Context: an optimization exercise on an open-source flow, tuned for small area. The choices shown serve that exercise and are no tape-out recipe.
Only simulation tests tie the RTL to the original design; equivalence was not proved.
No activity file was given, so power comes from the tool's default toggle rates.

== v24 ==
==> flow/design.v (excerpt) <==
module wideword_alu_top #(
	parameter int ADDR_BITS = wideword_pkg::AXI_ADDR_BITS
) (
	input  logic                                     clk,
	input  logic                                     rst,
	input  logic [ADDR_BITS-1:0]                     awaddr,
	input  logic                                     awvalid,
	output logic                                     awready,
	input  logic [wideword_pkg::AXI_DATA_BITS-1:0]   wdata,
	input  logic [wideword_pkg::AXI_DATA_BITS/8-1:0] wstrb,
	input  logic                                     wvalid,
	output logic                                     wready,
	output logic [1:0]                               bresp,
	output logic                                     bvalid,
	input  logic                                     bready,
	input  logic [ADDR_BITS-1:0]                     araddr,
	input  logic                                     arvalid,
	output logic                                     arready,
	output logic [wideword_pkg::AXI_DATA_BITS-1:0]   rdata,
	output logic [1:0]                               rresp,
	output logic                                     rvalid,
	input  logic                                     rready
);
export LEC_CHECK = 0
export ABC_AREA = 1
export CAP_MARGIN = 35
export CORE_MARGIN = 2
export CORE_UTILIZATION = 65
export PLACE_DENSITY = 0.75
export SLEW_MARGIN = 35
create_clock -name core_clock -period 6.0 [get_ports {clk}]
standard.sh (not shown) runs the stock make flow with config.mk's settings and CLKGATE_MAP_FILE= SYNTH_SCRIPT=/design/flow/synth_recipe.tcl, a recipe that flattens the netlist after the stock synthesis.
==> flow/flow/run.sh <==
#!/bin/bash
# Own layout flow: the standard flow (standard.sh) with three changes, all output to layout.log:
# - the weakest cells (the _0 drive strengths) are added to the platform's don't-use list; they have
#   the footprint and area of the _1 cells but a far smaller load limit;
# - clock tree synthesis inserts no dummy loads and clusters up to 20 sinks per buffer;
# - the port buffers are buf_2.
set -euo pipefail
DONT_USE="sky130_fd_sc_hd__probe_p_8 sky130_fd_sc_hd__probec_p_8 sky130_fd_sc_hd__lpflow_bleeder_1
 sky130_fd_sc_hd__lpflow_clkbufkapwr_1 sky130_fd_sc_hd__lpflow_clkbufkapwr_16 sky130_fd_sc_hd__lpflow_clkbufkapwr_2
 sky130_fd_sc_hd__lpflow_clkbufkapwr_4 sky130_fd_sc_hd__lpflow_clkbufkapwr_8 sky130_fd_sc_hd__lpflow_clkinvkapwr_1
 sky130_fd_sc_hd__lpflow_clkinvkapwr_16 sky130_fd_sc_hd__lpflow_clkinvkapwr_2 sky130_fd_sc_hd__lpflow_clkinvkapwr_4
 sky130_fd_sc_hd__lpflow_clkinvkapwr_8 sky130_fd_sc_hd__lpflow_decapkapwr_12 sky130_fd_sc_hd__lpflow_decapkapwr_3
 sky130_fd_sc_hd__lpflow_decapkapwr_4 sky130_fd_sc_hd__lpflow_decapkapwr_6 sky130_fd_sc_hd__lpflow_decapkapwr_8
 sky130_fd_sc_hd__lpflow_inputiso0n_1 sky130_fd_sc_hd__lpflow_inputiso0p_1 sky130_fd_sc_hd__lpflow_inputiso1n_1
 sky130_fd_sc_hd__lpflow_inputiso1p_1 sky130_fd_sc_hd__lpflow_inputisolatch_1 sky130_fd_sc_hd__lpflow_isobufsrc_1
 sky130_fd_sc_hd__lpflow_isobufsrc_16 sky130_fd_sc_hd__lpflow_isobufsrc_2 sky130_fd_sc_hd__lpflow_isobufsrc_4
 sky130_fd_sc_hd__lpflow_isobufsrc_8 sky130_fd_sc_hd__lpflow_isobufsrckapwr_16
 sky130_fd_sc_hd__lpflow_lsbuf_lh_hl_isowell_tap_1 sky130_fd_sc_hd__lpflow_lsbuf_lh_hl_isowell_tap_2
 sky130_fd_sc_hd__lpflow_lsbuf_lh_hl_isowell_tap_4 sky130_fd_sc_hd__lpflow_lsbuf_lh_isowell_4
 sky130_fd_sc_hd__lpflow_lsbuf_lh_isowell_tap_1 sky130_fd_sc_hd__lpflow_lsbuf_lh_isowell_tap_2
 sky130_fd_sc_hd__lpflow_lsbuf_lh_isowell_tap_4
 sky130_fd_sc_hd__a2111oi_0 sky130_fd_sc_hd__a21boi_0 sky130_fd_sc_hd__and2_0 sky130_fd_sc_hd__einvn_0
 sky130_fd_sc_hd__o21ai_0 sky130_fd_sc_hd__o311ai_0 sky130_fd_sc_hd__or2_0"
bash standard.sh \
	DONT_USE_CELLS="$(echo $DONT_USE)" \
	CTS_ARGS="-sink_clustering_enable -repair_clock_nets -dont_use_dummy_load -sink_clustering_size 20 -sink_clustering_max_diameter 100" \
	BUFFER_PORTS_ARGS="-buffer_cell sky130_fd_sc_hd__buf_2" \
	finish > layout.log 2>&1
Input-level comparison between v27 and v24:
- swapping 0.75 for 0.65 in PLACE_DENSITY
- swapping 65 for 55 in CORE_UTILIZATION
- swapping 35 for 20 in CAP_MARGIN
- swapping 35 for 20 in SLEW_MARGIN
-- flow/flow/run.sh --
<<< v24, line 3
# - the weakest cells (the _0 drive strengths) are added to the platform's don't-use list; they have
#   the footprint and area of the _1 cells but a far smaller load limit;
# - clock tree synthesis inserts no dummy loads and clusters up to 20 sinks per buffer;
# - the port buffers are buf_2.
set -euo pipefail
>>> v27, line 3
# - the weakest cells (the _0 drive strengths) are added to the platform's don't-use list; they have
#   the footprint and area of the _1 cells but a far smaller load limit;
# - clock tree synthesis inserts no dummy loads;
# - the port buffers are buf_2.
set -euo pipefail
<<< v24, line 24
bash standard.sh \
	DONT_USE_CELLS="$(echo $DONT_USE)" \
	CTS_ARGS="-sink_clustering_enable -repair_clock_nets -dont_use_dummy_load -sink_clustering_size 20 -sink_clustering_max_diameter 100" \
	BUFFER_PORTS_ARGS="-buffer_cell sky130_fd_sc_hd__buf_2" \
	finish > layout.log 2>&1
>>> v27, line 24
bash standard.sh \
	DONT_USE_CELLS="$(echo $DONT_USE)" \
	CTS_ARGS="-sink_clustering_enable -repair_clock_nets -dont_use_dummy_load" \
	BUFFER_PORTS_ARGS="-buffer_cell sky130_fd_sc_hd__buf_2" \
	finish > layout.log 2>&1
## What came out
- Taking v24 as the reference, in v27 routed wire length up 10 mm; total power up 10%; switching power of the nets up 7.4%; wire length of the first global-routing pass up 13 mm.
- Compared with v24, in v27 final period demand of the worst path higher, post-layout instance area up about 2.8%.
- Relative to v24, switching share of total power has gone down in v27.

Another version of the RTL of wideword_alu_top (not shown whole).
Size: about 3500 cells after synthesis, ~450 flip-flops, about 100 I/O pins.
clock: 6.0 ns
lec_check: 0
abc_area: 1
cap_margin: 20
core_margin: 2
core_utilization: 45
gpl_timing_driven: 0
place_density: 0.55
slew_margin: 20
run.sh (not shown) runs the stock make flow with config.mk's settings and CLKGATE_MAP_FILE= SYNTH_SCRIPT=/design/flow/synth_recipe.tcl, a recipe that flattens the netlist after the stock synthesis.
Stock flow here: none of the scripts above is used.
The baseline completed, yet does not pass: setup timing.
Next try:
- GPL_TIMING_DRIVEN: 0 -> unset
Effect: With this change the flow ran to the end with no violations; clock-buffer cell count came out lower by 1; power goes down by 0.31%; register-to-register slack gets better by 0.39 ns; combinational power increases by about 4%; flip-flop and latch count is unchanged; critical path depth increases by 10; utilization rises by 1.3 points; hold slack is worse by 0.013 ns.

re-timing with driven ports:
In the flow no input, the clock included, has a driving cell. The finished layouts below were timed again as built, in two steps.
Step 1 assumes that a clkbuf_16 drives the clock port and a buf_2 every other input.
Step 2 also shifts input and output timing later by t, the mid clock arrival at the registers, as if the neighbouring blocks saw the same clock.
Three values: no drivers, after step 1, after step 2; two values: the first two.
run	shift t [ns]	setup WS [ns]	worst data-port slew with drivers (ns)	cell pins on the clock port's net
v24	0.658	0.411 / 0.455 / -0.203	0.04	1
v27	0.655	0.227 / 0.269 / -0.386	0.04	1
the first run of note 2	0.694	-0.188 / -0.149 / -0.843	0.07	1
the second run of note 2	0.694	0.311 / 0.355 / -0.338	0.08	1
With both steps, setup timing fails in v24, v27 and the second run of note 2, where it was met with ideal ports. The setup slack of the first run of note 2, which loses most, moves by +0.039 ns with the drivers and by -0.655 ns with both steps.
